From an optimization exercise on the open Yosys and OpenROAD flow, aimed at small area; shortcuts taken in it are not production practice.
Only simulation tests tie the RTL to the original design; equivalence was not proved.
No driver is modelled on the clock port, so clocking that relies on it looks cheaper here than on a real chip.
Power and IR drop assume default switching activity.

===== design/flow/flow/run.sh =====
#!/bin/bash
# The standard layout with three changes: ABC maps with the area script
# in area.abc, ports are buffered with buf_1 and CTS adds no dummy loads.
# Everything else, the synthesis passes and the register names included, is
# the standard flow's.
set -euo pipefail
HERE=$(pwd)
F=$HERE/flow

# ORFS synthesis, with abc_args pointed at our script (the -D period stays)
sed "/^read_checkpoint /a set abc_args [lreplace \$abc_args 1 1 $F/area.abc]" \
    "$FLOW_HOME/scripts/synth.tcl" > "$HERE/my_synth.tcl"
grep -q "area.abc" "$HERE/my_synth.tcl"
sed "s#\$::env(SCRIPTS_DIR)/synth.tcl#$HERE/my_synth.tcl#" synth_recipe.tcl > "$HERE/my_synth_recipe.tcl"
grep -q "my_synth.tcl" "$HERE/my_synth_recipe.tcl"

bash standard.sh \
    "SYNTH_SCRIPT=$HERE/my_synth_recipe.tcl" \
    "BUFFER_PORTS_ARGS=-buffer_cell sky130_fd_sc_hd__buf_1" \
    "CTS_ARGS=-sink_clustering_enable -repair_clock_nets -dont_use_dummy_load" \
    finish > "$HERE/flow.log" 2>&1

===== design/flow/flow/area.abc =====
strash
&get -n
&fraig -x
&put
scorr
dc2
strash
&get -n
&dch -f
&nf
&put

===== design/flow/standard.sh =====
#!/bin/bash
# synth_recipe.tcl (not shown) runs the flow's synth.tcl, then flattens the netlist and writes it again
# the make line also repeats each setting of config.mk as NAME=value (left out here)
make -C /OpenROAD-flow-scripts/flow DESIGN_CONFIG=/design/flow/config.mk WORK_HOME=/design/flow/orfs CLKGATE_MAP_FILE= SYNTH_SCRIPT=/design/flow/synth_recipe.tcl "${@:-finish}"

===== design/flow/config.mk =====
export PLATFORM = sky130hd
export DESIGN_NAME = dpCluster
export DESIGN_NICKNAME = dpCluster
export VERILOG_FILES = /design/flow/design.v
export SDC_FILE = /design/flow/constraint.sdc
export NUM_CORES = 4
export LEC_CHECK = 0
export CAP_MARGIN = 20
export CORE_MARGIN = 2
export CORE_UTILIZATION = 40
export SLEW_MARGIN = 20

===== design/flow/constraint.sdc =====
create_clock -name core_clock -period 10.0 [get_ports {clk}]
set_input_delay 2.0000 -clock core_clock [delete_from_list [all_inputs] [get_ports {clk}]]
set_output_delay 2.0000 -clock core_clock [all_outputs]
set_load 0.01 [all_outputs]

===== design/flow/design.v =====
`default_nettype none
module aluCore (
    input  logic [32-1:0] ins,
    input  logic [32-1:0] opA,
    input  logic [32-1:0] opB,
    input  logic [3:0]             fl,
    input  logic                   zOld,
    output logic [32-1:0] aluY,
    output logic [3:0]             newFlags,
    output logic [3:0]             newEnc,
    output logic                   doWrite,
    output logic                   zNew
);
    localparam int W = 32;
    logic n, z, c, v;
    assign {n, z, c, v} = fl;
    logic [3:0] cond;
    logic       condPass;
    logic [1:0] cls;
    logic [3:0] opc;
    logic       mul;
    logic       dp;
    logic       regW;
    logic       exec;
    logic       noWrite;
    logic       logicOp;
    assign cond = ins[31:28];
    assign cls  = ins[27:26];
    assign opc  = ins[24:21];
    always_comb begin
        case (cond)
            4'h0:    condPass = z;
            4'h1:    condPass = !z;
            4'h2:    condPass = c;
            4'h3:    condPass = !c;
            4'h4:    condPass = n;
            4'h5:    condPass = !n;
            4'h6:    condPass = v;
            4'h7:    condPass = !v;
            4'h8:    condPass = c && !z;
            4'h9:    condPass = !c || z;
            4'hA:    condPass = n == v;
            4'hB:    condPass = n != v;
            4'hC:    condPass = !z && (n == v);
            4'hD:    condPass = z || (n != v);
            default: condPass = 1'b1;
        endcase
    end
    assign mul     = !ins[25] && ins[7:4] == 4'b1001 && opc == 4'b0000;
    assign dp      = cls == 2'd0 && !mul;
    assign regW    = cls == 2'd0 ? !mul :
                     cls == 2'd1 ? ins[20] && !(ins[25:20] == 6'b111111 && ins[7:4] == 4'b1111) :
                     1'b0;
    assign exec    = dp && condPass;
    assign noWrite = opc[3:2] == 2'b10;
    assign doWrite = exec && !noWrite;
    assign logicOp = ((opc) == 4'd0 || (opc) == 4'd1 || (opc) == 4'd8 || 
                         (opc) == 4'd9 || (opc) == 4'd12 || (opc) == 4'd13 || 
                         (opc) == 4'd14 || (opc) == 4'd15);
    logic [15:0]  rotDec;
    logic [W-1:0] immVal;
    logic [W-1:0] op2;
    logic [13:0] rotA;
    logic [W-1:0] rotB;
    always_comb begin
        for (int k = 0; k < 14; k++) begin
            rotA[k] = 1'b0;
            for (int s2 = 0; s2 < 4; s2++) begin
                if ((((k + 26) % 32 + 2*s2) % 32) < 8)
                    rotA[k] = rotA[k] | (ins[9:8] == s2 && ins[(((k + 26) % 32) + 2*s2) % 32]);
            end
        end
        for (int j = 0; j < W; j++) begin
            immVal[j] = 1'b0;
            for (int q = 0; q < 4; q++) begin
                if (((((j + 8*q) % 32) + 6) % 32) < 14)
                    immVal[j] = immVal[j] | (ins[11:10] == q && rotA[(((j + 8*q) % 32) + 6) % 32]);
            end
        end
    end
    assign op2 = ins[25] ? immVal : opB;
    logic invB;
    logic revS;
    logic cin;
    always_comb begin
        invB = 1'b0;
        revS = 1'b0;
        cin  = 1'b0;
        case (opc)
            4'd2, 4'd10: begin invB = 1'b1; cin = 1'b1; end
            4'd3:           begin invB = 1'b1; revS = 1'b1; end
            4'd5:           cin = c;
            4'd6:           begin invB = 1'b1; cin = c; end
            4'd7:           begin invB = 1'b1; revS = 1'b1; cin = !c; end
            4'd14, 4'd15: invB = 1'b1;
            default:            ;
        endcase
    end
    logic [3:0] lut;
    always_comb begin
        case (opc)
            4'd0, 4'd8, 4'd14: lut = 4'b1000;
            4'd1, 4'd9:          lut = 4'b0110;
            4'd12:                    lut = 4'b1110;
            4'd13, 4'd15:          lut = 4'b1010;
            default:                     lut = revS ? 4'b1001 : 4'b0110;
        endcase
    end
    localparam int H = W / 2;
    logic [W-1:0] y2;
    logic [H:0]   cLo;
    logic [H:0]   cHi0;
    logic [H:0]   cHi1;
    logic [W-1:0] cy;
    logic         cTop;
    assign y2 = op2 ^ {W{invB}};
    assign cLo[0]  = cin;
    assign cHi0[0] = 1'b0;
    assign cHi1[0] = 1'b1;
    for (genvar i = 0; i < H; i++) begin : gCarry
        assign cLo[i+1]  = (opA[i] & y2[i]) | (cLo[i] & (opA[i] | y2[i]));
        assign cHi0[i+1] = (opA[H+i] & y2[H+i]) | (cHi0[i] & (opA[H+i] | y2[H+i]));
        assign cHi1[i+1] = (opA[H+i] & y2[H+i]) | (cHi1[i] & (opA[H+i] | y2[H+i]));
        assign cy[i]     = cLo[i];
        assign cy[H+i]   = cLo[H] ? cHi1[i] : cHi0[i];
    end
    assign cTop = cLo[H] ? cHi1[H] : cHi0[H];
    for (genvar i = 0; i < W; i++) begin : gBit
        assign aluY[i] = lut[{opA[i], y2[i] ^ (!logicOp && cy[i])}];
    end
    logic cOut;
    logic ovf;
    assign cOut = cTop ^ revS;
    assign ovf  = cTop ^ cy[W-1];
    logic [3:0] aluFlags;
    logic [3:0] mask;
    logic       aluZ;
    assign aluZ     = aluY == '0;
    assign aluFlags = {aluY[W-1], aluZ, logicOp ? c : cOut, ovf};
    assign mask     = (exec && ins[20]) ? (logicOp ? 4'b1110 : 4'b1111) : 4'b0000;
    assign newFlags = (fl & ~mask) | (aluFlags & mask);
    assign newEnc = {exec, exec ? {ins[20], !noWrite} : cls, regW};
    assign zNew   = doWrite ? aluZ : zOld;
endmodule
`default_nettype wire
`default_nettype none
module dpCluster (
    input  logic       clk,
    input  logic       rstN,
    input  logic       wbCyc,
    input  logic       wbStb,
    input  logic       wbWe,
    input  logic [3:0] wbAdr,
    input  logic [32-1:0]      wbDatW,
    output logic [32-1:0]      wbDatR,
    output logic       wbAck
);
    localparam int W = 32;
    localparam int L = 4;
    logic [W-1:0] opA;
    logic [W-1:0] opB;
    logic [W-1:0] res   [L];
    logic [3:0]   flg   [L];
    logic [3:0]   rdS   [L];
    logic [3:0]   enc   [L];     
    logic [L-1:0] zS;            
    logic [L-1:0] done;
    logic [L-1:0] valid;         
    logic       take;
    logic [3:0] adrR;
    logic       weR;
    assign take = !wbAck && wbCyc && wbStb;
    always_ff @(posedge clk) begin
        wbAck <= rstN && take;
        adrR  <= wbAdr;
        weR   <= wbWe;
    end
    always_ff @(posedge clk) begin
        if (take && wbWe && wbAdr == 4'd0) opA <= wbDatW;
        if (take && wbWe && wbAdr == 4'd1) opB <= wbDatW;
    end
    logic [W-1:0] ins;
    logic [1:0]   iLane;
    logic         isIssue;
    logic [3:0]   fl;
    logic         zOld;
    assign ins     = wbDatW;
    assign iLane   = {wbAdr[2], wbAdr[0]};
    assign isIssue = take && wbWe && wbAdr[3:1] != 3'b000 && wbAdr[3:1] != 3'b011 && !wbAdr[3];
    assign fl      = valid[iLane] ? flg[iLane] : 4'b0000;
    assign zOld    = !valid[iLane] || zS[iLane];
    logic [W-1:0] aluY;
    logic [3:0]   newFlags;
    logic [3:0]   newEnc;
    logic         doWrite;
    logic         zNew;
    aluCore uAlu (
        .ins      (ins),
        .opA      (opA),
        .opB      (opB),
        .fl       (fl),
        .zOld     (zOld),
        .aluY     (aluY),
        .newFlags (newFlags),
        .newEnc   (newEnc),
        .doWrite  (doWrite),
        .zNew     (zNew)
    );
    logic       clrSel;
    assign clrSel = wbAck && !weR && adrR[3:2] == 2'b11;
    for (genvar i = 0; i < L; i++) begin : gLane
        logic iss;
        assign iss = isIssue && iLane == i;
        always_ff @(posedge clk) begin
            if (iss) begin
                flg[i]  <= newFlags;
                rdS[i]  <= ins[15:12];
                enc[i]  <= newEnc;
                zS[i]   <= zNew;
            end
            if (iss && doWrite) res[i] <= aluY;
            if (iss) begin
                done[i] <= 1'b1;
            end else if (clrSel && adrR[1:0] == i) begin
                done[i] <= 1'b0;
            end
            if (!rstN) begin
                valid[i] <= 1'b0;
            end else if (iss) begin
                valid[i] <= 1'b1;
            end
        end
    end
    logic [1:0]  rLane;
    logic        rValid;
    logic [3:0]  rEnc;
    logic [3:0]  rRd;
    logic [15:0] rStat;
    logic        rPcs;
    assign rLane  = adrR[1:0];
    assign rValid = valid[rLane];
    assign rEnc   = enc[rLane];
    assign rRd    = rdS[rLane];
    assign rPcs   = (rRd == 4'd15 && rEnc[0]) || (!rEnc[3] && rEnc[2:1] == 2'd2);
    assign rStat  = {zS[rLane], rEnc[3], rRd, rEnc[3] ? 2'b00 : rEnc[2:1], flg[rLane],
                     rEnc[3] && rEnc[2], rPcs, rEnc[3] && rEnc[1], done[rLane]};
    always_comb begin
        wbDatR = '0;
        if (adrR[3] && rValid) begin
            if (adrR[2]) begin
                wbDatR = {{(W-16){1'b0}}, rStat};
            end else if (!zS[rLane]) begin
                wbDatR = res[rLane];
            end
        end
    end
endmodule
`default_nettype wire

==> flow_summary.yaml, run 1 <==
status:
  status: "finished clean"
min_path:
  hold_class: "flop to flop"
  hold_start: "done[2]$_SDFFE_PP1P_"
sta:
  fin_ws_ps: 584
  hold_viol_final: 0
  rsz0062_at_grt: "false"
  whs_ps: 465
  period_share: 0.942
  max-slew-margin-rel: 0.380
  timing.fmax_mhz: 106
  clock_skew_ps: 50.1
  setup_viol: 0
  timing.final.crit_period_ps: 9420
  tightest_slew_ps: 927
  timing.final.max_slew_violations: 0
clock_tree:
  clockBufferDepth: 3
  cts_hold_buf: 0
  clkSlewWorstSetupHoldPaths_ps: 50
  cts_tree: "done"
  cts_buffers: 28
  cts_sinks: 258
  h-tree-depth: 1
  cts-root-buf: "clkbuf_16"
  clkLatencyLatePin_ps: 550
grt:
  antenna_found_initial: 0
  grt_first_pass_wirelength_mm: 50.8
  first_global_vias: 8366
  track_usage: 0.211
  overflow: 0
  grt_max_degree: 46
synthesis:
  synth_commonest_cells: "244 x edfxtp_1, 117 x nand2_1, 62 x a21oi_1, 61 x nor2_1, 46 x xor2_1"
  synth_compound_area_frac: 0.146
  synth-seq-cells: 258
  syn_nets: 958
  synthMuxAreaShare: 0.0592
  synth_top_cell_by_area: "edfxtp_1"
  synth.distinct_cells: 48
  synth-seq-area-share: 0.625
  async_flop_share: 0
  post-synth-top-count-cell: "edfxtp_1"
  synth_area_per_cell_um2: 13.3
  synthTopCellsByArea: "edfxtp_1 60%, mux4_2 5.9%, a222oi_1 3.7%"
  synthAdderAreaFrac: 0.000822
  synth_top_area_frac: 0.602
  synth_edf_count: 244
  yosysWarnings: 6
  syn-cell-area_mm2: 0.0122
  syn_inst: 917
  synth_xor_area_frac: 0.0489
  synth_top_family_by_area: "compound AO/OA/AOI/OAI gates"
  synth-simple-area-share: 0.113
  synthFlopType: "edfxtp_1"
layout:
  drive_above_1_share: 0.139
  syn2layout_area_growth_pct: 17.9
  finalNetCount: 1138
  nFillCells: 2655
  antennaDiodeCount: 0
die:
  core_area_mm2: 0.0298
  top_level_ports: 74
  rows: 63
  die_h_um: 178
  die-area_mm2: 0.0318
  die_w_um: 178
  initial_core_util: 0.408
routing:
  routedWlPerCell_um: 22.6
  firstDrtPassIters: 6
  viasPerCell: 5.98
  route.detailed.drc: 0
  route.vias.total: 8887
  routed_wl_mm: 33.6
  first_iter_violations: 933
  final_antenna_net_count: 0
power_and_ir_drop:
  power_leakage_nw: 4.64
  switching_share: 0.240
  p_seq_frac: 0.501
  powerDensity_mw_per_mm2: 169
  p_int_mw: 1.85
  p_sw_mw: 0.583
  p_clk_frac: 0.353
  p_comb_frac: 0.146
  ir_drop_mv: 0.122
setup_path:
  critPathMaxFanout: 9
  crit_top_cell: "or4_1"
  reg2reg_from: "valid[2]$_SDFFE_PN0P_"
  startpoint_type: "primary input"
  critPathLaunch: "wbAdr[2]"
  slowest_stage: "mux4_2"
  cp.arrival_ps: 9710
  slowest_delay_ps: 570
  endpoint_kind: "flop"
  cp_top_family: "simple AND/OR/NAND/NOR gates"
  critPathRequiredTime_ps: 10290
  critPathBufInv: 5
  critPathKind: "primary input to flop"
placed_design:
  place.gp.congestion: 0.860
  io_buffers: 73
  place_ws_ps: -250
  dpl.hpwl_mm: 22.3
job:
  drv_cap: 0
-- registers in the layout (all words and copies together) (netlist names) --
| signal | count |
|---|---|
| weR | 1 |
| zS | 4 |
| flg | 16 |
| wbAck | 1 |
| rdS | 16 |
| res | 128 |
| done | 4 |
| enc | 16 |
| adrR | 4 |
| opB | 32 |
| opA | 32 |
| valid | 4 |
-- per-stage QoR --
| step | cells | power (mW) | area, µm² | util | TNS [ps] |
|---|---|---|---|---|---|
| final | 1485 | 2.43 | 14300 | 0.482 | 0 |
| after global routing | 1485 | 2.52 | 14300 | 0.482 | 0 |
| after CTS | 1482 | 2.44 | 14300 | 0.479 | 0 |
| after detailed placement | 1454 | 1.59 | 13600 | 0.455 | -1940 |
| after global placement | 1453 | 1.58 | 13600 | 0.455 | -287 |
| after floorplan | 917 | 1.45 | 12200 | - | 0 |
-- worst min-delay path, delay by kind of cell, from the launching register on --
family | cells | cell delay, ps
AOI/OAI and AO/OA | 1 | 70
DFF | 1 | 300
and+or+nand+nor | 1 | 50
-- final timing paths --
path | to | slack, ps | cells past startpoint
max | flg[0][2]$_DFFE_PP_ | 580 | 27
min | done[2]$_SDFFE_PP1P_ | 470 | 2
max reg2reg | flg[0][2]$_DFFE_PP_ | 2010 | 25
min reg2reg | done[2]$_SDFFE_PP1P_ | 470 | 2
-- cells in the final DEF (no fill, tap or decap), types with 3 or more instances in the layout --
| cell | n |
|---|---|
| o311ai_0 | 4 |
| nor2b_1 | 10 |
| or2_0 | 15 |
| a31oi_1 | 7 |
| and2_0 | 19 |
| a41o_1 | 3 |
| o31ai_1 | 5 |
| nor3_1 | 14 |
| xor2_1 | 46 |
| buf_4 | 74 |
| o21a_1 | 7 |
| nand2b_1 | 8 |
| a31o_1 | 3 |
| a221oi_1 | 5 |
| nor2_4 | 5 |
| clkinv_1 | 23 |
| o22ai_1 | 8 |
| nand3b_1 | 6 |
| a21oi_1 | 62 |
| a22o_1 | 14 |
| buf_1 | 73 |
| a21boi_0 | 4 |
| edfxtp_1 | 244 |
| xnor2_1 | 22 |
| a22oi_1 | 31 |
| o21ai_0 | 21 |
| buf_12 | 3 |
| a221o_1 | 3 |
| mux4_2 | 32 |
| nand2_1 | 117 |
| a211oi_1 | 4 |
| a222oi_1 | 45 |
| clkbuf_16 | 28 |
| nor2_1 | 56 |
| dfxtp_1 | 14 |
| and3_1 | 3 |
| nand3_1 | 13 |
| or4_1 | 10 |
| a311oi_1 | 5 |
-- what timing repair did --
item	in CTS	in global routing
gates resized for setup	0	6
buffers inserted	0	1
endpoints found under the setup margin	0	12
-- cells by family after synthesis --
| kind of cell | Yosys count |
|---|---|
| AND/OR/NAND/NOR | 291 |
| flip-flops | 258 |
| AO/OA/AOI/OAI | 244 |
| XOR/XNOR | 68 |
| multiplexers | 32 |
| buffers and inverters | 23 |
| adder cells (fa/ha/maj) | 1 |
-- area by class of cell --
class                           instances  area (µm²)  area share
Inverter                               23        86.3     0.00602
Tap cell                              390         488      0.0340
Multi-Input combinational cell        636        4580       0.319
Timing Repair Buffer                  150         890      0.0620
Clock buffer                           28         701      0.0488
Sequential cell                       258        7610       0.530
-- power groups by stage --
stage                     Clock (mW)  Sequential (mW)  Combinational (mW)
after floorplan                    0             1.24               0.214
after global placement             0             1.24               0.345
after detailed placement           0             1.24               0.350
after CTS                      0.874             1.22               0.351
after global routing           0.918             1.22               0.385
final                          0.856             1.22               0.354
-- layer usage --
layer	routed length [µm]	global-route usage
met1	15000	0.305
met2	15500	0.336
met3	2240	0.0273
met4	835	0.0579
met5	0	0
==> inputs of run 2 (changes only) <==
--- a/design/flow/flow/run.sh
+++ b/design/flow/flow/run.sh
@@ -1,6 +1,7 @@
 #!/bin/bash
 # The standard layout with three changes: ABC maps with the area script
-# in area.abc, ports are buffered with buf_1 and CTS adds no dummy loads.
+# in area.abc, ports are buffered with buf_1, and CTS builds the tree from
+# small clock buffers without dummy loads.
 # Everything else, the synthesis passes and the register names included, is
 # the standard flow's.
 set -euo pipefail
@@ -17,5 +18,5 @@
 bash standard.sh \
     "SYNTH_SCRIPT=$HERE/my_synth_recipe.tcl" \
     "BUFFER_PORTS_ARGS=-buffer_cell sky130_fd_sc_hd__buf_1" \
-    "CTS_ARGS=-sink_clustering_enable -repair_clock_nets -dont_use_dummy_load" \
+    "CTS_ARGS=-sink_clustering_enable -repair_clock_nets -dont_use_dummy_load -buf_list {sky130_fd_sc_hd__clkbuf_4 sky130_fd_sc_hd__clkbuf_8} -sink_clustering_size 16 -sink_clustering_max_diameter 60" \
     finish > "$HERE/flow.log" 2>&1
--- a/design/flow/config.mk
+++ b/design/flow/config.mk
@@ -8,4 +8,5 @@
 export CAP_MARGIN = 20
 export CORE_MARGIN = 2
 export CORE_UTILIZATION = 40
+export GPL_TIMING_DRIVEN = 0
 export SLEW_MARGIN = 20
==> flow_summary.yaml, run 2 <==
placed_design:
  dpl.hpwl_mm: 22.0
  dp_cells: 1402
  io_buffers: 73
  place_area_mm2: 0.0133
  place.gp.congestion: 0.833
  place_ws_ps: -3060
layout:
  largest_reg_flops: 128
  syn2layout_area_growth_pct: 12.9
  finalNetCount: 1082
  final_cells: 1429
  top_register: "res"
  nFillCells: 2698
  final_cell_mix: "244 x edfxtp_1, 114 x nand2_1, 66 x buf_1, 62 x a21oi_1, 55 x nor2_1"
  final_util: 0.461
  drive_above_1_share: 0.110
  antennaDiodeCount: 0
  regArea_mm2: 0.00761
  final_cell_area_mm2: 0.0137
  largestRegisters: "res x128, opA x32, opB x32"
  layout_commonest_cell: "edfxtp_1"
  multiInputGateArea_mm2: 0.00464
synthesis:
  synth-simple-area-share: 0.113
  async_flop_share: 0
  synthAdderAreaFrac: 0.000822
  synth_compound_area_frac: 0.146
  synth_top_area_frac: 0.602
  synthMuxAreaShare: 0.0592
  synth_top_family_by_area: "compound AO/OA/AOI/OAI gates"
  synth-seq-area-share: 0.625
  synth_commonest_cells: "244 x edfxtp_1, 117 x nand2_1, 62 x a21oi_1, 61 x nor2_1, 46 x xor2_1"
  synthFlopType: "edfxtp_1"
  synth_top_cell_by_area: "edfxtp_1"
  synthTopCellsByArea: "edfxtp_1 60%, mux4_2 5.9%, a222oi_1 3.7%"
  synth_xor_area_frac: 0.0489
  synth-seq-cells: 258
  post-synth-top-count-cell: "edfxtp_1"
  synth_edf_count: 244
  syn_nets: 958
  syn-cell-area_mm2: 0.0122
  syn_inst: 917
  synth.distinct_cells: 48
  yosysWarnings: 6
  synth_area_per_cell_um2: 13.3
power_and_ir_drop:
  powerDensity_mw_per_mm2: 153
  power_leakage_nw: 4.30
  ir_drop_mv: 0.0857
  total_power_mw: 2.10
setup_path:
  critPathMaxFanout: 17
  critPathRequiredTime_ps: 10330
  cp.arrival_ps: 10060
  cp_top_family: "compound AO/OA/AOI/OAI gates"
  endpoint_kind: "flop"
  crit_cells: 25
  slowest_delay_ps: 690
  reg2reg_depth: 25
  critPathKind: "primary input to flop"
  slowest_stage: "or4_1"
  critPathBufInv: 1
  startpoint_type: "primary input"
sta:
  setup_viol: 0
  period_share: 0.974
  timing.final.crit_period_ps: 9740
  timing.final.max_slew_violations: 0
  hold_viol_final: 0
  fin_ws_ps: 262
  timing.fmax_mhz: 103
  whs_ps: 472
  clock_skew_ps: 95.0
  tns_ps: 0
  tightest_slew_ps: 1170
  max-slew-margin-rel: 0.217
die:
  initial_core_util: 0.408
  rows: 63
  die_h_um: 178
  die-area_mm2: 0.0318
  core_area_mm2: 0.0298
  top_level_ports: 74
  die_w_um: 178
min_path:
  holdPathStages: 2
  hold_class: "flop to flop"
routing:
  viasPerCell: 5.98
  first_iter_violations: 1136
  firstDrtPassIters: 7
  final_antenna_net_count: 0
  routedWlPerCell_um: 22.7
  routed_wl_mm: 32.4
  route.vias.total: 8543
  route.detailed.drc: 0
clock_tree:
  cts-root-buf: "clkbuf_8"
  cts_tree: "done"
  cts_sinks: 258
  clkSlewWorstSetupHoldPaths_ps: 90
  h-tree-depth: 1
  clockBufferDepth: 3
  clkLatencyLatePin_ps: 590
  cts_buffers: 24
grt:
  track_usage: 0.202
  grt_first_pass_wirelength_mm: 48.5
  first_global_vias: 8099
  antenna_found_initial: 0
  overflow: 0
  grt_max_degree: 36
status:
  status: "finished clean"
job:
  drv_cap: 0
[run 2: layout make-up]
type,count,share of cell area
timing repair buffer,98,0.0431
tap,390,0.0355
inverter,23,0.00665
clock buffer,24,0.0240
sequential,258,0.553
multi-input combinational,636,0.337
[run 2: worst reg2reg max path, stage by stage, from the launching register on]
cell and delay, ps:
dfxtp_1 370, mux4_2 360, clkinv_1 150, o31ai_1 270, a31oi_1 170, maj3_1 400, o211a_1 260, nor3_1 270
o311ai_2 160, a311oi_2 380, o311ai_2 190, a311oi_2 450, o311ai_1 190, a311oi_1 410, o311ai_2 180, a311oi_2 400
o311a_1 240, o311ai_0 160, a311oi_1 410, o311ai_1 190, a311oi_1 400, o21ai_0 160, xnor2_1 240, mux4_2 620
or4_1 700, o31ai_2 370
[run 2: path summary, 6_finish.rpt]
path | startpoint | end | slack (ps)
max | wbDatW[24] | zS[1]$_DFFE_PP_ | 260
min | done[2]$_SDFFE_PP1P_ | done[2]$_SDFFE_PP1P_ | 470
max reg2reg | valid[2]$_SDFFE_PN0P_ | zS[1]$_DFFE_PP_ | 1690
min reg2reg | done[2]$_SDFFE_PP1P_ | done[2]$_SDFFE_PP1P_ | 470
[run 2: timing repair]
item | in CTS | in global routing
pin swaps | 1 | 1
buffers inserted | 3 | 0
gates cloned | 0 | 0
endpoints found under the setup margin | 56 | 15
hold buffers | 0 | 0
gates resized for setup | 19 | 8
[run 2: power by group]
group | switching (mW) | internal (mW) | total, mW
clock network | 0.335 | 0.214 | 0.549
registers | 0.00523 | 1.21 | 1.22
logic | 0.207 | 0.125 | 0.332
total | 0.548 | 1.55 | 2.10
[run 2: cell families (layout without fill, tap and decap cells)]
family                     after synthesis  in the layout
adders and majority gates                1              1
AOI/OAI and AO/OA                      244            244
xor gates and xnor gates                68             68
muxes                                   32             32
DFF                                    258            258
buffers and inverters                   23            145
and+or+nand+nor                        291            291
[run 2: metal layers]
layer	wire length (µm)	GRT usage	up-vias
met5	0	0	-
met4	516	0.0434	0
met3	2010	0.0241	40
met2	15300	0.328	297
met1	14600	0.293	4270
li1	-	-	3936
==> inputs of run 3 (changes only) <==
--- a/design/flow/design.v
+++ b/design/flow/design.v
@@ -182,13 +182,17 @@
     logic [W-1:0] ins;
     logic [1:0]   iLane;
     logic         isIssue;
+    logic [1:0]   sLane;
+    logic         sValid;
     logic [3:0]   fl;
     logic         zOld;
     assign ins     = wbDatW;
     assign iLane   = {wbAdr[2], wbAdr[0]};
+    assign sLane   = wbAck ? adrR[1:0] : iLane;
+    assign sValid  = valid[sLane];
     assign isIssue = take && wbWe && wbAdr[3:1] != 3'b000 && wbAdr[3:1] != 3'b011 && !wbAdr[3];
-    assign fl      = valid[iLane] ? flg[iLane] : 4'b0000;
-    assign zOld    = !valid[iLane] || zS[iLane];
+    assign fl      = sValid ? flg[sLane] : 4'b0000;
+    assign zOld    = !sValid || zS[sLane];
     logic [W-1:0] aluY;
     logic [3:0]   newFlags;
     logic [3:0]   newEnc;
@@ -210,13 +214,18 @@
     assign clrSel = wbAck && !weR && adrR[3:2] == 2'b11;
     for (genvar i = 0; i < L; i++) begin : gLane
         logic iss;
-        assign iss = isIssue && iLane == i;
+        assign iss      = isIssue && iLane == i;
+        assign valid[i] = !enc[i][3] || enc[i][0];
         always_ff @(posedge clk) begin
             if (iss) begin
                 flg[i]  <= newFlags;
                 rdS[i]  <= ins[15:12];
+                zS[i]   <= zNew;
+            end
+            if (!rstN) begin
+                enc[i]  <= 4'b1000;
+            end else if (iss) begin
                 enc[i]  <= newEnc;
-                zS[i]   <= zNew;
             end
             if (iss && doWrite) res[i] <= aluY;
             if (iss) begin
@@ -224,33 +233,24 @@
             end else if (clrSel && adrR[1:0] == i) begin
                 done[i] <= 1'b0;
             end
-            if (!rstN) begin
-                valid[i] <= 1'b0;
-            end else if (iss) begin
-                valid[i] <= 1'b1;
-            end
-        end
-    end
-    logic [1:0]  rLane;
-    logic        rValid;
+        end
+    end
     logic [3:0]  rEnc;
     logic [3:0]  rRd;
     logic [15:0] rStat;
     logic        rPcs;
-    assign rLane  = adrR[1:0];
-    assign rValid = valid[rLane];
-    assign rEnc   = enc[rLane];
-    assign rRd    = rdS[rLane];
+    assign rEnc   = enc[sLane];
+    assign rRd    = rdS[sLane];
     assign rPcs   = (rRd == 4'd15 && rEnc[0]) || (!rEnc[3] && rEnc[2:1] == 2'd2);
-    assign rStat  = {zS[rLane], rEnc[3], rRd, rEnc[3] ? 2'b00 : rEnc[2:1], flg[rLane],
-                     rEnc[3] && rEnc[2], rPcs, rEnc[3] && rEnc[1], done[rLane]};
+    assign rStat  = {zS[sLane], rEnc[3], rRd, rEnc[3] ? 2'b00 : rEnc[2:1], flg[sLane],
+                     rEnc[3] && rEnc[2], rPcs, rEnc[3] && rEnc[1], done[sLane]};
     always_comb begin
         wbDatR = '0;
-        if (adrR[3] && rValid) begin
+        if (adrR[3] && sValid) begin
             if (adrR[2]) begin
                 wbDatR = {{(W-16){1'b0}}, rStat};
-            end else if (!zS[rLane]) begin
-                wbDatR = res[rLane];
+            end else if (!zS[sLane]) begin
+                wbDatR = res[sLane];
             end
         end
     end
--- a/design/flow/flow/run.sh
+++ b/design/flow/flow/run.sh
@@ -18,5 +18,5 @@
 bash standard.sh \
     "SYNTH_SCRIPT=$HERE/my_synth_recipe.tcl" \
     "BUFFER_PORTS_ARGS=-buffer_cell sky130_fd_sc_hd__buf_1" \
-    "CTS_ARGS=-sink_clustering_enable -repair_clock_nets -dont_use_dummy_load -buf_list {sky130_fd_sc_hd__clkbuf_4 sky130_fd_sc_hd__clkbuf_8} -sink_clustering_size 16 -sink_clustering_max_diameter 60" \
+    "CTS_ARGS=-sink_clustering_enable -repair_clock_nets -dont_use_dummy_load -buf_list {sky130_fd_sc_hd__clkbuf_8} -sink_clustering_size 18 -sink_clustering_max_diameter 60" \
     finish > "$HERE/flow.log" 2>&1
==> design/flow/flow/area.abc (replaced) <==
strash
&get -n
&fraig -x
&put
scorr
dc2
strash
&get -n
&dch -f
&nf -R 15
&put
==> design/flow/config.mk (replaced) <==
export PLATFORM = sky130hd
export DESIGN_NAME = dpCluster
export DESIGN_NICKNAME = dpCluster
export VERILOG_FILES = /design/flow/design.v
export SDC_FILE = /design/flow/constraint.sdc
export NUM_CORES = 4
export LEC_CHECK = 0
export CAP_MARGIN = 0
export CORE_MARGIN = 2
export CORE_UTILIZATION = 55
export GPL_TIMING_DRIVEN = 0
export SLEW_MARGIN = 0
==> flow_summary.yaml, run 3 <==
status:
  status: "finished clean"
clock_tree:
  clkLatencyLatePin_ps: 570
  cts_hold_buf: 0
  cts_sinks: 254
  cts_buffers: 21
  cts-root-buf: "clkbuf_8"
  cts_tree: "done"
  h-tree-depth: 1
  clockBufferDepth: 3
  clkSlewWorstSetupHoldPaths_ps: 100
sta:
  period_share: 0.967
  hold_viol_final: 0
  timing.final.crit_period_ps: 9670
  fin_ws_ps: 328
  rsz0062_at_grt: "false"
  max-slew-margin-rel: 0.253
  tns_ps: 0
  whs_ps: 465
  timing.final.max_slew_violations: 0
  tightest_slew_ps: 1110
  setup_viol: 0
  clock_skew_ps: 70.6
  timing.fmax_mhz: 103
routing:
  final_antenna_net_count: 0
  first_iter_violations: 992
  viasPerCell: 6.42
  route.vias.total: 8712
  routedWlPerCell_um: 23.7
  firstDrtPassIters: 6
  routed_wl_mm: 32.2
  route.detailed.drc: 0
synthesis:
  synthMuxAreaShare: 0.0523
  post-synth-top-count-cell: "edfxtp_1"
  synthAdderAreaFrac: 0.00167
  synth-seq-cells: 254
  synthFlopType: "edfxtp_1"
  synthTopCellsByArea: "edfxtp_1 57%, mux4_2 4.7%, nand2_1 4.4%"
  syn_inst: 964
  synth_top_cell_by_area: "edfxtp_1"
  synth_top_area_frac: 0.573
  async_flop_share: 0
  syn_nets: 1005
  synth_top_family_by_area: "compound AO/OA/AOI/OAI gates"
  synth.distinct_cells: 51
  synth-simple-area-share: 0.123
  synth_compound_area_frac: 0.153
  synth_edf_count: 228
  syn-cell-area_mm2: 0.0120
  synth-seq-area-share: 0.616
  synth_area_per_cell_um2: 12.4
  yosysWarnings: 6
  synth_xor_area_frac: 0.0498
  synth_commonest_cells: "228 x edfxtp_1, 141 x nand2_1, 101 x nor2_1, 96 x a21oi_1, 46 x xor2_1"
placed_design:
  place.gp.congestion: 0.896
  io_buffers: 73
  place_area_mm2: 0.0130
  dp_cells: 1325
  dpl.hpwl_mm: 22.0
  place_ws_ps: -2890
layout:
  syn2layout_area_growth_pct: 12.9
  final_cell_area_mm2: 0.0135
  finalNetCount: 1126
  nFillCells: 1650
  final_util: 0.638
  antennaDiodeCount: 0
  final_cells: 1358
  largestRegisters: "res x128, opA x32, opB x32"
  largest_reg_flops: 128
  drive_above_1_share: 0.102
  top_register: "res"
  layout_commonest_cell: "edfxtp_1"
  final_cell_mix: "228 x edfxtp_1, 141 x nand2_1, 94 x a21oi_1, 91 x nor2_1, 70 x buf_1"
grt:
  grt_max_degree: 34
  first_global_vias: 8076
  use_met2: 0.445
  grt_first_pass_wirelength_mm: 47.6
  antenna_found_initial: 0
  gr-usage-met1: 0.405
  met3_usage: 0.0464
  grt_busiest_layer: "met2"
  overflow: 0
  track_usage: 0.282
die:
  initial_core_util: 0.565
  core_area_mm2: 0.0212
  die_w_um: 151
  top_level_ports: 74
  rows: 53
  die_h_um: 151
  die-area_mm2: 0.0229
setup_path:
  slowest_delay_ps: 600
  critPathMaxFanout: 9
  crit_top_cell: "o311a_1"
  cp.arrival_ps: 9890
  critPathRequiredTime_ps: 10220
  slowest_stage: "mux4_2"
  critPathKind: "primary input to flop"
  endpoint_kind: "flop"
  startpoint_type: "primary input"
job:
  drv_cap: 0
power_and_ir_drop:
  ir_drop_mv: 0.123
  powerDensity_mw_per_mm2: 157
  total_power_mw: 2.12
  power_leakage_nw: 4.27
min_path:
  hold_class: "flop to flop"
-- run 3: cell count changes after synthesis, moves of 8 or more --
cell,previous run,this run
clkinv_1,23,13
a21oi_1,62,96
edfxtp_1,244,228
dfxtp_1,14,26
nand2b_1,8,0
and2_0,20,12
nor2b_1,12,4
nor2_1,61,101
nand2_1,117,141
a22oi_1,31,12
-- run 3: final cells by class --
cell class | count | area [µm²] | area share
inverters | 13 | 53.8 | 0.00398
clock buffers | 21 | 289 | 0.0214
well taps | 275 | 344 | 0.0255
repair buffers | 98 | 663 | 0.0491
flip-flops and latches | 254 | 7370 | 0.546
multi-input cells | 697 | 4790 | 0.354
-- run 3: cell families after synthesis --
| group | after synthesis |
|---|---|
| mux | 31 |
| xor+xnor | 68 |
| fa+ha+maj | 2 |
| buf+inv | 13 |
| flops | 254 |
| simple gates | 331 |
| compound gates | 265 |
-- run 3: metal layers --
metal / vias to the layer above / part of all wire
met3: 50 / 0.087
met4: 0 / 0.025
met2: 391 / 0.47
met5: - / 0
met1: 4221 / 0.42
li1: 4050 / -
-- run 3: path summary, 6_finish.rpt --
check,start,to,slack [ps],depth (start not counted)
hold reg to reg,done[3]$_SDFFE_PP1P_,done[3]$_SDFFE_PP1P_,470,2
hold / removal,done[3]$_SDFFE_PP1P_,done[3]$_SDFFE_PP1P_,470,2
setup reg to reg,wbAck$_DFF_P_,zS[2]$_DFFE_PP_,1240,29
setup / recovery,wbAdr[0],zS[2]$_DFFE_PP_,330,30
-- run 3: where the power goes --
part	switching (mW)	internal [mW]	leakage, nW
logic	0.266	0.155	1.86
registers	0.00532	1.19	2.27
clock network	0.317	0.188	0.151
total	0.588	1.53	4.27
-- run 3: timing repair --
item,in CTS,in global routing
pin swaps,1,2
resized for setup,20,15
endpoints found under the hold margin,0,0
buffers inserted,8,3
setup endpoints to repair,48,16
-- run 3: worst max-delay path, delay by kind of cell --
family / cells / cell delay, ps
buffers and inverters: 1 / 170
adders and majority gates: 2 / 700
and+or+nand+nor: 2 / 330
AOI/OAI and AO/OA: 22 / 5450
muxes: 2 / 980
xor gates and xnor gates: 1 / 210
==> inputs of run 4 (changes only) <==
==> design/flow/flow/run.sh (replaced) <==
#!/bin/bash
# The standard layout with four changes: ABC maps with the area script
# in area.abc, ports are buffered with buf_1, CTS builds the tree from small
# clock buffers without dummy loads, and the resizer may not use the largest
# buffers (on top of the platform's don't-use cells).
# Everything else, the synthesis passes and the register names included, is
# the standard flow's.
set -euo pipefail
HERE=$(pwd)
F=$HERE/flow

# ORFS synthesis, with abc_args pointed at our script (the -D period stays)
sed "/^read_checkpoint /a set abc_args [lreplace \$abc_args 1 1 $F/area.abc]" \
    "$FLOW_HOME/scripts/synth.tcl" > "$HERE/my_synth.tcl"
grep -q "area.abc" "$HERE/my_synth.tcl"
sed "s#\$::env(SCRIPTS_DIR)/synth.tcl#$HERE/my_synth.tcl#" synth_recipe.tcl > "$HERE/my_synth_recipe.tcl"
grep -q "my_synth.tcl" "$HERE/my_synth_recipe.tcl"

# The platform's don't-use list, plus the largest buffers
DU=$(make -s -C "$FLOW_HOME" DESIGN_CONFIG="$FLOW_CONFIG" print-DONT_USE_CELLS | sed 's/^DONT_USE_CELLS *[:=] *//')
echo "$DU" | grep -q "sky130_fd_sc_hd__probe_p_8"
DU="$DU sky130_fd_sc_hd__buf_8 sky130_fd_sc_hd__buf_12 sky130_fd_sc_hd__buf_16 sky130_fd_sc_hd__bufbuf_8 sky130_fd_sc_hd__bufbuf_16"
echo "$DU" > "$HERE/dont_use.txt"

bash standard.sh \
    "SYNTH_SCRIPT=$HERE/my_synth_recipe.tcl" \
    "DONT_USE_CELLS=$DU" \
    "BUFFER_PORTS_ARGS=-buffer_cell sky130_fd_sc_hd__buf_1" \
    "CTS_ARGS=-sink_clustering_enable -repair_clock_nets -dont_use_dummy_load -buf_list {sky130_fd_sc_hd__clkbuf_4} -sink_clustering_size 10 -sink_clustering_max_diameter 40" \
    finish > "$HERE/flow.log" 2>&1
--- a/design/flow/config.mk
+++ b/design/flow/config.mk
@@ -7,6 +7,6 @@
 export LEC_CHECK = 0
 export CAP_MARGIN = 0
 export CORE_MARGIN = 2
-export CORE_UTILIZATION = 55
+export CORE_UTILIZATION = 65
 export GPL_TIMING_DRIVEN = 0
 export SLEW_MARGIN = 0
==> flow_summary.yaml, run 4 <==
status:
  status: "finished clean"
layout:
  finalNetCount: 1139
  drive_above_1_share: 0.117
  syn2layout_area_growth_pct: 10.7
  final_cell_mix: "228 x edfxtp_1, 141 x nand2_1, 94 x a21oi_1, 90 x nor2_1, 68 x buf_1"
  nFillCells: 1253
  layout_commonest_cell: "edfxtp_1"
  largestRegisters: "res x128, opA x32, opB x32"
  regArea_mm2: 0.00737
  final_util: 0.735
  multiInputGateArea_mm2: 0.00479
  top_register: "res"
  antennaDiodeCount: 0
  largest_reg_flops: 128
setup_path:
  critPathMaxFanout: 33
  critPathKind: "primary input to flop"
  cp.arrival_ps: 10020
  slowest_stage: "mux4_2"
  endpoint_kind: "flop"
  critPathRequiredTime_ps: 10350
  crit_top_cell: "o311a_1"
  slowest_delay_ps: 600
  startpoint_type: "primary input"
placed_design:
  dpl.hpwl_mm: 21.2
  io_buffers: 73
  place.gp.congestion: 0.938
die:
  die_w_um: 140
  die_h_um: 140
  core_area_mm2: 0.0180
  initial_core_util: 0.663
  rows: 49
  top_level_ports: 74
  die-area_mm2: 0.0195
sta:
  period_share: 0.967
  max-slew-margin-rel: 0.245
  setup_viol: 0
  timing.final.max_slew_violations: 0
  tightest_slew_ps: 1120
  whs_ps: 471
  hold_viol_final: 0
  clock_skew_ps: 87.7
  timing.fmax_mhz: 103
  timing.final.crit_period_ps: 9670
grt:
  antenna_found_initial: 0
  met3_usage: 0.0619
  grt_max_degree: 35
  track_usage: 0.320
  gr-usage-met1: 0.460
  use_met2: 0.491
  overflow: 0
  grt_busiest_layer: "met2"
  grt_first_pass_wirelength_mm: 47.9
  first_global_vias: 8545
clock_tree:
  clkLatencyLatePin_ps: 650
  clkSlewWorstSetupHoldPaths_ps: 100
  h-tree-depth: 2
  clockBufferDepth: 3
  cts_buffers: 37
  cts_sinks: 254
  cts_tree: "done"
  cts-root-buf: "clkbuf_4"
synthesis:
  async_flop_share: 0
  synthFlopType: "edfxtp_1"
  synth_top_cell_by_area: "edfxtp_1"
  synth-seq-area-share: 0.616
  syn_nets: 1005
  synthTopCellsByArea: "edfxtp_1 57%, mux4_2 4.7%, nand2_1 4.4%"
  synth_area_per_cell_um2: 12.4
  synth_edf_count: 228
  synth_commonest_cells: "228 x edfxtp_1, 141 x nand2_1, 101 x nor2_1, 96 x a21oi_1, 46 x xor2_1"
  synth_top_area_frac: 0.573
  post-synth-top-count-cell: "edfxtp_1"
  syn-cell-area_mm2: 0.0120
  yosysWarnings: 6
  synth.distinct_cells: 51
  synth-seq-cells: 254
  syn_inst: 964
power_and_ir_drop:
  powerDensity_mw_per_mm2: 158
  ir_drop_mv: 0.103
  power_leakage_nw: 4.22
min_path:
  hold_class: "flop to flop"
routing:
  final_antenna_net_count: 0
  routed_wl_mm: 31.3
  route.vias.total: 9137
  viasPerCell: 6.90
  firstDrtPassIters: 8
  routedWlPerCell_um: 23.6
  route.detailed.drc: 0
  first_iter_violations: 1394
job:
  drv_cap: 0
-- run 4: cell types whose count changed in the layout (fill, tap and decap cells not counted), sizes merged --
| cell | previous run | this run |
|---|---|---|
| clkbuf | 21 | 38 |
| buf | 98 | 94 |
-- run 4: worst max-delay path: cells and delay by family --
family / cells / cell delay (ps)
fa+ha+maj: 2 / 720
simple gates: 2 / 540
buf+inv: 2 / 550
compound gates: 20 / 5120
xor+xnor: 2 / 460
mux: 1 / 600
-- run 4: logic make-up after synthesis --
logic type | count (synthesis) | share of synthesized area
compound gates | 265 | 0.153
mux | 31 | 0.0523
fa+ha+maj | 2 | 0.00167
buf+inv | 13 | 0.00408
simple gates | 331 | 0.123
flops | 254 | 0.616
xor+xnor | 68 | 0.0498
-- run 4: cell type report --
class	instances	share of cell area
clock buffers	37	0.0210
inverters	13	0.00406
multi-input cells	697	0.362
flip-flops and latches	254	0.556
well taps	229	0.0216
repair buffers	95	0.0353
-- run 4: path summary, 6_finish.rpt --
check,slack [ps],end,cells past startpoint,from
max,330,flg[0][2]$_DFFE_PP_,29,wbDatW[25]
min,470,done[3]$_SDFFE_PP1P_,2,done[3]$_SDFFE_PP1P_
max reg2reg,1180,flg[0][2]$_DFFE_PP_,30,wbAck$_DFF_P_
min reg2reg,470,done[3]$_SDFFE_PP1P_,2,done[3]$_SDFFE_PP1P_
-- run 4: metal layers --
| metal | wire length (µm) | part of all wire |
|---|---|---|
| met4 | 1030 | 0.033 |
| met1 | 12100 | 0.39 |
| met2 | 14700 | 0.47 |
| met5 | 0 | 0 |
| met3 | 3480 | 0.11 |
-- run 4: timing repair --
action	CTS	global route
buffers inserted	3	7
pin swaps	0	2
resized for setup	21	17
hold buffers	0	0
setup endpoints to repair	48	16
-- run 4: where the power goes --
| group | switching, mW | total [mW] | internal, mW |
|---|---|---|---|
| registers | 0.00536 | 1.20 | 1.19 |
| clock network | 0.318 | 0.488 | 0.170 |
| logic | 0.265 | 0.411 | 0.146 |
| total | 0.588 | 2.09 | 1.51 |
-- run 4: stage by stage --
| stage | area, µm² | TNS, ps | worst slack, ps | total power [mW] | instances |
|---|---|---|---|---|---|
| after floorplan | 12000 | 0 | 161 | 1.48 | 964 |
| after global placement | 12500 | -210140 | -2800 | 1.59 | 1266 |
| after detailed placement | 12800 | -92300 | -2840 | 1.60 | 1278 |
| after CTS | 13100 | 0 | 19.7 | 2.08 | 1318 |
| after global routing | 13200 | -171 | -42.5 | 2.17 | 1325 |
| final | 13200 | 0 | 334 | 2.09 | 1325 |
==> inputs of run 5 (changes only) <==
--- a/design/flow/flow/run.sh
+++ b/design/flow/flow/run.sh
@@ -25,6 +25,7 @@
 bash standard.sh \
     "SYNTH_SCRIPT=$HERE/my_synth_recipe.tcl" \
     "DONT_USE_CELLS=$DU" \
+    "RECOVER_POWER=100" \
     "BUFFER_PORTS_ARGS=-buffer_cell sky130_fd_sc_hd__buf_1" \
     "CTS_ARGS=-sink_clustering_enable -repair_clock_nets -dont_use_dummy_load -buf_list {sky130_fd_sc_hd__clkbuf_4} -sink_clustering_size 10 -sink_clustering_max_diameter 40" \
     finish > "$HERE/flow.log" 2>&1
==> flow_summary.yaml, run 5 <==
status:
  status: "failed layout checks"
  layout.failed_checks: "max-capacitance violations, max-slew violations"
synthesis:
  synth-seq-cells: 254
  synthFlopType: "edfxtp_1"
  syn_nets: 1005
  syn_inst: 964
  yosysWarnings: 6
  synth_top_area_frac: 0.573
  post-synth-top-count-cell: "edfxtp_1"
  synth_area_per_cell_um2: 12.4
  syn-cell-area_mm2: 0.0120
  synth_commonest_cells: "228 x edfxtp_1, 141 x nand2_1, 101 x nor2_1, 96 x a21oi_1, 46 x xor2_1"
  synth_top_cell_by_area: "edfxtp_1"
  synth_edf_count: 228
  synth.distinct_cells: 51
  synth-seq-area-share: 0.616
  synthTopCellsByArea: "edfxtp_1 57%, mux4_2 4.7%, nand2_1 4.4%"
  async_flop_share: 0
routing:
  route.vias.total: 9172
  routed_wl_mm: 31.2
  routedWlPerCell_um: 23.6
  route.detailed.drc: 0
  viasPerCell: 6.92
  first_iter_violations: 1402
  firstDrtPassIters: 7
  final_antenna_net_count: 0
sta:
  timing.fmax_mhz: 103
  timing.final.crit_period_ps: 9670
  max-slew-margin-rel: -0.263
  timing.final.max_slew_violations: 94
  clock_skew_ps: 92.2
  hold_viol_final: 0
  period_share: 0.967
  tightest_slew_ps: 1890
  setup_viol: 0
placed_design:
  dp_cells: 1278
  io_buffers: 73
  place_area_mm2: 0.0128
  dpl.hpwl_mm: 21.2
  place.gp.congestion: 0.938
clock_tree:
  clockBufferDepth: 3
  clkLatencyLatePin_ps: 660
  cts-root-buf: "clkbuf_4"
  h-tree-depth: 2
  cts_sinks: 254
  cts_buffers: 37
  clkSlewWorstSetupHoldPaths_ps: 90
  cts_tree: "done"
power_and_ir_drop:
  power_leakage_nw: 4.18
  total_power_mw: 2.09
  ir_drop_mv: 0.103
  powerDensity_mw_per_mm2: 159
layout:
  top_register: "res"
  finalNetCount: 1139
  antennaDiodeCount: 0
  largestRegisters: "res x128, opA x32, opB x32"
  final_cell_mix: "228 x edfxtp_1, 141 x nand2_1, 97 x nor2_1, 94 x a21oi_1"
  final_cells: 1325
  final_cell_area_mm2: 0.0131
  layout_commonest_cell: "edfxtp_1"
  final_util: 0.729
  largest_reg_flops: 128
  nFillCells: 1275
  syn2layout_area_growth_pct: 9.81
  drive_above_1_share: 0.100
min_path:
  hold_start: "done[3]$_SDFFE_PP1P_"
  holdPathEnd: "done[3]$_SDFFE_PP1P_"
  hold_class: "flop to flop"
  holdPathStages: 2
setup_path:
  critPathBufInv: 2
  r2r_end: "flg[0][2]$_DFFE_PP_"
  cp_top_family: "compound AO/OA/AOI/OAI gates"
  critPathMaxFanout: 33
  cp.arrival_ps: 10020
  critPathKind: "primary input to flop"
  r2r_slack_ps: 1190
  slowest_delay_ps: 600
  startpoint_type: "primary input"
  critPathRequiredTime_ps: 10350
  slowest_stage: "mux4_2"
  reg2reg_depth: 30
  endpoint_kind: "flop"
  crit_top_cell: "o311a_1"
  reg2reg_from: "wbAck$_DFF_P_"
grt:
  grt_max_degree: 35
  track_usage: 0.320
  overflow: 0
  first_global_vias: 8545
  grt_first_pass_wirelength_mm: 47.9
  antenna_found_initial: 0
die:
  rows: 49
  core_area_mm2: 0.0180
  top_level_ports: 74
  die-area_mm2: 0.0195
  die_w_um: 140
  initial_core_util: 0.663
  die_h_um: 140
job:
  drv_cap: 4
==> run 5: logic make-up (layout without fill, tap and decap cells) <==
kind of cell               after synthesis  count (layout)  share of synthesized area
muxes                                   31              31                     0.0523
AOI/OAI and AO/OA                      265             265                      0.153
adders and majority gates                2               2                    0.00167
buffers and inverters                   13             145                    0.00408
xor gates and xnor gates                68              68                     0.0498
DFF                                    254             254                      0.616
and+or+nand+nor                        331             331                      0.123
==> run 5: area by class of cell <==
cell class	instances	area, µm²	area share
flip-flops and latches	254	7370	0.561
repair buffers	95	414	0.0315
inverters	13	53.8	0.00410
clock buffers	37	278	0.0212
multi-input cells	697	4730	0.360
well taps	229	287	0.0218
==> run 5: worst max path at each step <==
stage | depth (start not counted) | end | start | slack [ps]
global route | 29 | flg[0][2]$_DFFE_PP_ | wbDatW[25] | -30
global placement | 28 | flg[0][2]$_DFFE_PP_ | wbDatW[25] | -2800
CTS | 29 | zS[2]$_DFFE_PP_ | wbDatW[22] | 20
finish | 29 | flg[0][2]$_DFFE_PP_ | wbDatW[25] | 330
detailed placement | 28 | flg[0][2]$_DFFE_PP_ | wbDatW[25] | -2840
floorplan | 28 | zS[0]$_DFFE_PP_ | wbDatW[23] | 160
==> run 5: through the flow <==
step | hold slack [ps] | setup WS (ps) | setup TNS (ps)
5_1_grt | 473 | -33.2 | -95.6
3_5_place_dp | 454 | -2840 | -92300
3_3_place_gp | 434 | -2800 | -210140
6_report | 473 | 334 | 0
2_1_floorplan | 423 | 161 | 0
4_1_cts | 470 | 19.7 | 0
==> run 5: routing by layer <==
metal  track usage  share of wire  vias to the layer above
met4         0.124          0.035                        0
met1         0.460           0.39                     4369
met3        0.0619           0.11                       77
met5             0              0                        -
met2         0.491           0.46                      629
li1              -              -                     4097
==> run 5: worst min-delay path, cell delays in order (launching register included) <==
cell,delay [ps]
dfxtp_1,330
nand2_1,60
nand2_1,50
==> run 5: power by group <==
part | total [mW] | internal, mW | switching, mW
combinational | 0.407 | 0.144 | 0.263
clock | 0.488 | 0.170 | 0.318
sequential | 1.20 | 1.19 | 0.00524
==> run 5: what timing repair did <==
action,in CTS,in global routing
gates resized for setup,21,17
pin swaps,0,2
setup endpoints to repair,48,16
setup buffers,3,7
hold buffers,0,0
==> inputs of run 6 (changes only) <==
--- a/design/flow/flow/run.sh
+++ b/design/flow/flow/run.sh
@@ -25,7 +25,7 @@
 bash standard.sh \
     "SYNTH_SCRIPT=$HERE/my_synth_recipe.tcl" \
     "DONT_USE_CELLS=$DU" \
-    "RECOVER_POWER=100" \
+    "POST_CTS_TCL=$F/post_cts.tcl" \
     "BUFFER_PORTS_ARGS=-buffer_cell sky130_fd_sc_hd__buf_1" \
     "CTS_ARGS=-sink_clustering_enable -repair_clock_nets -dont_use_dummy_load -buf_list {sky130_fd_sc_hd__clkbuf_4} -sink_clustering_size 10 -sink_clustering_max_diameter 40" \
     finish > "$HERE/flow.log" 2>&1
==> design/flow/flow/post_cts.tcl (new file) <==
# After CTS: downsize cells that have slack, then repair slew, capacitance and
# setup again, and legalize.
estimate_parasitics -placement
repair_timing -recover_power 100 -verbose
repair_design -slew_margin 0 -cap_margin 0 -verbose
repair_timing -setup -verbose
detailed_placement
check_placement -verbose
--- a/design/flow/config.mk
+++ b/design/flow/config.mk
@@ -7,6 +7,6 @@
 export LEC_CHECK = 0
 export CAP_MARGIN = 0
 export CORE_MARGIN = 2
-export CORE_UTILIZATION = 65
+export CORE_UTILIZATION = 75
 export GPL_TIMING_DRIVEN = 0
 export SLEW_MARGIN = 0
==> flow_summary.yaml, run 6 <==
sta:
  clock_skew_ps: 59.7
  hold_viol_final: 0
  setup_viol: 0
  max-slew-margin-rel: 0.157
  timing.final.max_slew_violations: 0
  tns_ps: 0
  period_share: 0.969
  whs_ps: 487
  fin_ws_ps: 314
  timing.final.crit_period_ps: 9690
  timing.fmax_mhz: 103
  tightest_slew_ps: 1260
synthesis:
  yosysWarnings: 6
  synth_top_area_frac: 0.573
  syn-cell-area_mm2: 0.0120
  synthFlopType: "edfxtp_1"
  synth_commonest_cells: "228 x edfxtp_1, 141 x nand2_1, 101 x nor2_1, 96 x a21oi_1, 46 x xor2_1"
  synth_area_per_cell_um2: 12.4
  async_flop_share: 0
  synth.distinct_cells: 51
  synthTopCellsByArea: "edfxtp_1 57%, mux4_2 4.7%, nand2_1 4.4%"
  syn_nets: 1005
  synth_edf_count: 228
  synth-seq-cells: 254
  synth_top_cell_by_area: "edfxtp_1"
  syn_inst: 964
  synth-seq-area-share: 0.616
  post-synth-top-count-cell: "edfxtp_1"
min_path:
  holdPathEnd: "done[3]$_SDFFE_PP1P_"
  hold_class: "flop to flop"
  hold_start: "done[3]$_SDFFE_PP1P_"
  holdPathStages: 2
layout:
  final_cell_area_mm2: 0.0132
  syn2layout_area_growth_pct: 10.0
  drive_above_1_share: 0.107
  finalNetCount: 1135
  layout_commonest_cell: "edfxtp_1"
  top_register: "res"
  largestRegisters: "res x128, opA x32, opB x32"
  final_util: 0.837
  nFillCells: 884
  largest_reg_flops: 128
  final_cell_mix: "228 x edfxtp_1, 141 x nand2_1, 94 x a21oi_1, 91 x nor2_1, 49 x buf_1"
  final_cells: 1309
grt:
  overflow: 0
  track_usage: 0.372
  antenna_found_initial: 1
  grt_first_pass_wirelength_mm: 46.8
  first_global_vias: 8606
  grt_max_degree: 36
setup_path:
  cp.arrival_ps: 9980
  slowest_stage: "mux4_2"
  reg2reg_depth: 29
  slowest_delay_ps: 590
  r2r_slack_ps: 1150
  critPathKind: "primary input to flop"
  critPathRequiredTime_ps: 10300
  r2r_end: "zS[3]$_DFFE_PP_"
  endpoint_kind: "flop"
  critPathMaxFanout: 9
  reg2reg_from: "wbAck$_DFF_P_"
  crit_top_cell: "o311a_1"
  startpoint_type: "primary input"
power_and_ir_drop:
  powerDensity_mw_per_mm2: 158
  total_power_mw: 2.08
  power_leakage_nw: 4.19
  ir_drop_mv: 0.144
routing:
  viasPerCell: 7.11
  final_antenna_net_count: 0
  route.detailed.drc: 0
  routedWlPerCell_um: 23.9
  firstDrtPassIters: 9
  first_iter_violations: 1626
  route.vias.total: 9306
  routed_wl_mm: 31.3
placed_design:
  dpl.hpwl_mm: 20.9
  io_buffers: 73
  place_area_mm2: 0.0127
  place.gp.congestion: 0.960
  dp_cells: 1265
  place_ws_ps: -2680
clock_tree:
  clkSlewWorstSetupHoldPaths_ps: 100
  cts_sinks: 254
  cts_tree: "done"
  clkLatencyLatePin_ps: 640
die:
  top_level_ports: 74
  rows: 46
  initial_core_util: 0.761
  die-area_mm2: 0.0170
  die_w_um: 130
  die_h_um: 130
  core_area_mm2: 0.0157
job:
  drv_cap: 0
status:
  status: "finished clean"
[run 6: worst max-delay path by stage]
stage	start	to	slack [ps]	depth (start not counted)
global route	wbAdr[0]	flg[1][2]$_DFFE_PP_	-5	30
finish	wbAdr[0]	zS[3]$_DFFE_PP_	310	30
detailed placement	wbDatW[25]	flg[2][2]$_DFFE_PP_	-2680	28
floorplan	wbDatW[23]	zS[0]$_DFFE_PP_	160	28
global placement	wbDatW[25]	flg[1][2]$_DFFE_PP_	-2620	28
[run 6: cell type report]
class | count | area (µm²) | share of cell area
Antenna cell | 1 | 2.50 | 0.000190
Inverter | 13 | 53.8 | 0.00409
Clock buffer | 35 | 263 | 0.0200
Multi-Input combinational cell | 697 | 4770 | 0.363
Timing Repair Buffer | 93 | 425 | 0.0323
Tap cell | 216 | 270 | 0.0205
Sequential cell | 254 | 7370 | 0.560
[run 6: critical path, delay by kind of cell]
kind                       cells  cell delay (ps)
AOI/OAI and AO/OA             22             5530
xor gates and xnor gates       1              220
adders and majority gates      2              710
buffers and inverters          1              170
muxes                          2              980
and+or+nand+nor                2              340
[run 6: cells by family (layout without fill, tap and decap cells)]
kind of cell	count (synthesis)	in the layout	share of synthesized area
AND/OR/NAND/NOR	331	331	0.123
buffers and inverters	13	141	0.00408
AO/OA/AOI/OAI	265	265	0.153
flip-flops	254	254	0.616
other	0	1	0
XOR/XNOR	68	68	0.0498
adder cells (fa/ha/maj)	2	2	0.00167
multiplexers	31	31	0.0523
[run 6: where the power goes]
group / switching [mW] / internal [mW] / total, mW
clock: 0.312 / 0.162 / 0.474
sequential: 0.00577 / 1.19 / 1.20
combinational: 0.263 / 0.144 / 0.407
total: 0.581 / 1.50 / 2.08
[run 6: per-layer routing]
layer | track usage | vias up | share of wire
li1 | - | 4084 | -
met1 | 0.509 | 4350 | 0.36
met2 | 0.589 | 754 | 0.47
met3 | 0.0849 | 118 | 0.13
met4 | 0.154 | 0 | 0.042
met5 | 0 | - | 0
==> inputs of run 7 (changes only) <==
--- a/design/flow/flow/run.sh
+++ b/design/flow/flow/run.sh
@@ -25,6 +25,7 @@
 bash standard.sh \
     "SYNTH_SCRIPT=$HERE/my_synth_recipe.tcl" \
     "DONT_USE_CELLS=$DU" \
+    "REMOVE_ABC_BUFFERS=1" \
     "POST_CTS_TCL=$F/post_cts.tcl" \
     "BUFFER_PORTS_ARGS=-buffer_cell sky130_fd_sc_hd__buf_1" \
     "CTS_ARGS=-sink_clustering_enable -repair_clock_nets -dont_use_dummy_load -buf_list {sky130_fd_sc_hd__clkbuf_4} -sink_clustering_size 10 -sink_clustering_max_diameter 40" \
--- a/design/flow/config.mk
+++ b/design/flow/config.mk
@@ -7,6 +7,6 @@
 export LEC_CHECK = 0
 export CAP_MARGIN = 0
 export CORE_MARGIN = 2
-export CORE_UTILIZATION = 75
+export CORE_UTILIZATION = 65
 export GPL_TIMING_DRIVEN = 0
 export SLEW_MARGIN = 0
==> flow_summary.yaml, run 7 <==
routing:
  routedWlPerCell_um: 23.2
  final_antenna_net_count: 0
  route.detailed.drc: 0
  route.vias.total: 8995
  firstDrtPassIters: 9
  first_iter_violations: 1249
  routed_wl_mm: 30.6
  viasPerCell: 6.82
setup_path:
  endpoint_kind: "flop"
  critPathLaunch: "wbAdr[0]"
  slowest_stage: "mux4_2"
  critPathMaxFanout: 9
  crit_top_cell: "o311a_1"
  critPathRequiredTime_ps: 10310
  critPathKind: "primary input to flop"
  startpoint_type: "primary input"
  cp.arrival_ps: 9890
  slowest_delay_ps: 620
  reg2reg_from: "wbAck$_DFF_P_"
layout:
  top_register: "res"
  largestRegisters: "res x128, opA x32, opB x32"
  syn2layout_area_growth_pct: 9.18
  final_util: 0.724
  finalNetCount: 1132
  layout_commonest_cell: "edfxtp_1"
  final_cells: 1319
  drive_above_1_share: 0.0909
  largest_reg_flops: 128
  final_cell_mix: "228 x edfxtp_1, 141 x nand2_1, 98 x nor2_1, 94 x a21oi_1, 47 x buf_1"
grt:
  antenna_found_initial: 1
  grt_max_degree: 35
  track_usage: 0.316
  use_met2: 0.480
  grt_busiest_layer: "met2"
  grt_first_pass_wirelength_mm: 47.5
  overflow: 0
  gr-usage-met1: 0.463
  first_global_vias: 8433
  met3_usage: 0.0592
synthesis:
  yosysWarnings: 6
  async_flop_share: 0
  synth-seq-area-share: 0.616
  synth_commonest_cells: "228 x edfxtp_1, 141 x nand2_1, 101 x nor2_1, 96 x a21oi_1, 46 x xor2_1"
  synth_top_area_frac: 0.573
  synth.distinct_cells: 51
  synthTopCellsByArea: "edfxtp_1 57%, mux4_2 4.7%, nand2_1 4.4%"
  syn-cell-area_mm2: 0.0120
  synth_area_per_cell_um2: 12.4
  synth_top_cell_by_area: "edfxtp_1"
  syn_inst: 964
  synth_edf_count: 228
  post-synth-top-count-cell: "edfxtp_1"
  synth-seq-cells: 254
  synthFlopType: "edfxtp_1"
placed_design:
  place.gp.congestion: 0.950
  dp_cells: 1278
  io_buffers: 73
  dpl.hpwl_mm: 20.8
min_path:
  hold_class: "flop to flop"
  hold_start: "done[3]$_SDFFE_PP1P_"
sta:
  setup_viol: 0
  clock_skew_ps: 80.1
  timing.fmax_mhz: 104
  timing.final.max_slew_violations: 0
  hold_viol_final: 0
  tightest_slew_ps: 1370
  whs_ps: 456
  period_share: 0.959
  timing.final.crit_period_ps: 9590
  max-slew-margin-rel: 0.0844
power_and_ir_drop:
  ir_drop_mv: 0.128
  powerDensity_mw_per_mm2: 159
  power_leakage_nw: 4.15
  total_power_mw: 2.08
job:
  drv_cap: 0
die:
  initial_core_util: 0.663
  rows: 49
  core_area_mm2: 0.0180
  die_w_um: 140
  top_level_ports: 74
  die_h_um: 140
  die-area_mm2: 0.0195
clock_tree:
  cts_sinks: 254
  cts_tree: "done"
  clkLatencyLatePin_ps: 650
  clkSlewWorstSetupHoldPaths_ps: 70
status:
  status: "finished clean"
## run 7: cell counts after synthesis
Identical to the previous run, type by type.
## run 7: kinds of logic (layout without fill, tap and decap cells)
logic type | Yosys count | in the layout | synth area share
AO/OA/AOI/OAI | 265 | 265 | 0.153
XOR/XNOR | 68 | 68 | 0.0498
adder cells (fa/ha/maj) | 2 | 2 | 0.00167
buffers and inverters | 13 | 138 | 0.00408
flip-flops | 254 | 254 | 0.616
multiplexers | 31 | 31 | 0.0523
other | 0 | 1 | 0
AND/OR/NAND/NOR | 331 | 331 | 0.123
## run 7: path summary, 6_finish.rpt
path                                        endpoint  slack (ps)  depth (start not counted)
worst max-delay path                 zS[0]$_DFFE_PP_         410                         30
worst min-delay path            done[3]$_SDFFE_PP1P_         460                          2
worst min register to register  done[3]$_SDFFE_PP1P_         460                          2
worst max register to register       zS[0]$_DFFE_PP_        1190                         29
## run 7: final cells by class
type | instances | area, µm²
Clock buffer | 36 | 270
Antenna cell | 1 | 2.50
Tap cell | 229 | 287
Inverter | 13 | 53.8
Fill cell | 1266 | 4970
Timing Repair Buffer | 89 | 388
Sequential cell | 254 | 7370
Multi-Input combinational cell | 697 | 4690
## run 7: metrics by stage
| stage | worst slack [ps] | setup TNS [ps] | instance area, µm² |
|---|---|---|---|
| after floorplan | -877 | -15820 | 12000 |
| after global placement | -3570 | -258210 | 12500 |
| after detailed placement | -2760 | -88100 | 12800 |
| after global routing | -21.0 | -73.1 | 13100 |
| final | 415 | 0 | 13100 |
## run 7: worst max-delay path: cells and delay by family
kind	cells	cell delay, ps
AO/OA/AOI/OAI	22	5430
XOR/XNOR	1	230
buffers and inverters	1	160
AND/OR/NAND/NOR	2	340
adder cells (fa/ha/maj)	2	700
multiplexers	2	1000
## run 7: power by group
| part | internal, mW | total, mW | switching, mW |
|---|---|---|---|
| combinational | 0.140 | 0.396 | 0.256 |
| sequential | 1.19 | 1.20 | 0.00520 |
| clock | 0.166 | 0.487 | 0.321 |
## run 7: per-layer routing
layer | share of wire | vias to the layer above
met1 | 0.41 | 4313
li1 | - | 4072
met5 | 0 | -
met3 | 0.098 | 75
met2 | 0.46 | 535
met4 | 0.034 | 0

[port drivers added, routing unchanged]
In the flow no input, the clock included, has a driving cell. The finished layouts below were timed again as built, in two steps.
Step 1 assumes that a clkbuf_16 drives the clock port and a buf_2 every other input.
Step 2 times the ports against the registers' clock, not the clock port: input delays grow and output delays shrink by t, the midpoint of the rising clock arrivals with the driver on.
Three values: no drivers, after step 1, after step 2; two values: the first two.
run	shift t [ns]	setup WS [ns]	worst setup path at the end	worst register clock-pin slew, ns	worst data-port slew with drivers (ns)
run 1	0.569	0.584 / 0.611 / 0.042	input to register	0.06 / 0.06	0.04
run 2	0.584	0.262 / 0.281 / -0.302	input to register	0.10 / 0.10	0.04
run 3	0.581	0.328 / 0.350 / -0.231	input to register	0.11 / 0.11	0.05
run 4	0.646	0.334 / 0.351 / -0.296	input to register	0.11 / 0.11	0.06
run 5	0.651	0.334 / 0.352 / -0.300	input to register	0.11 / 0.11	0.06
run 6	0.645	0.314 / 0.331 / -0.314	input to register	0.12 / 0.12	0.06
run 7	0.656	0.415 / 0.436 / -0.220	input to register	0.11 / 0.11	0.05
The setup slack of run 7, which loses most, moves by +0.021 ns with the drivers and by -0.635 ns with both steps.
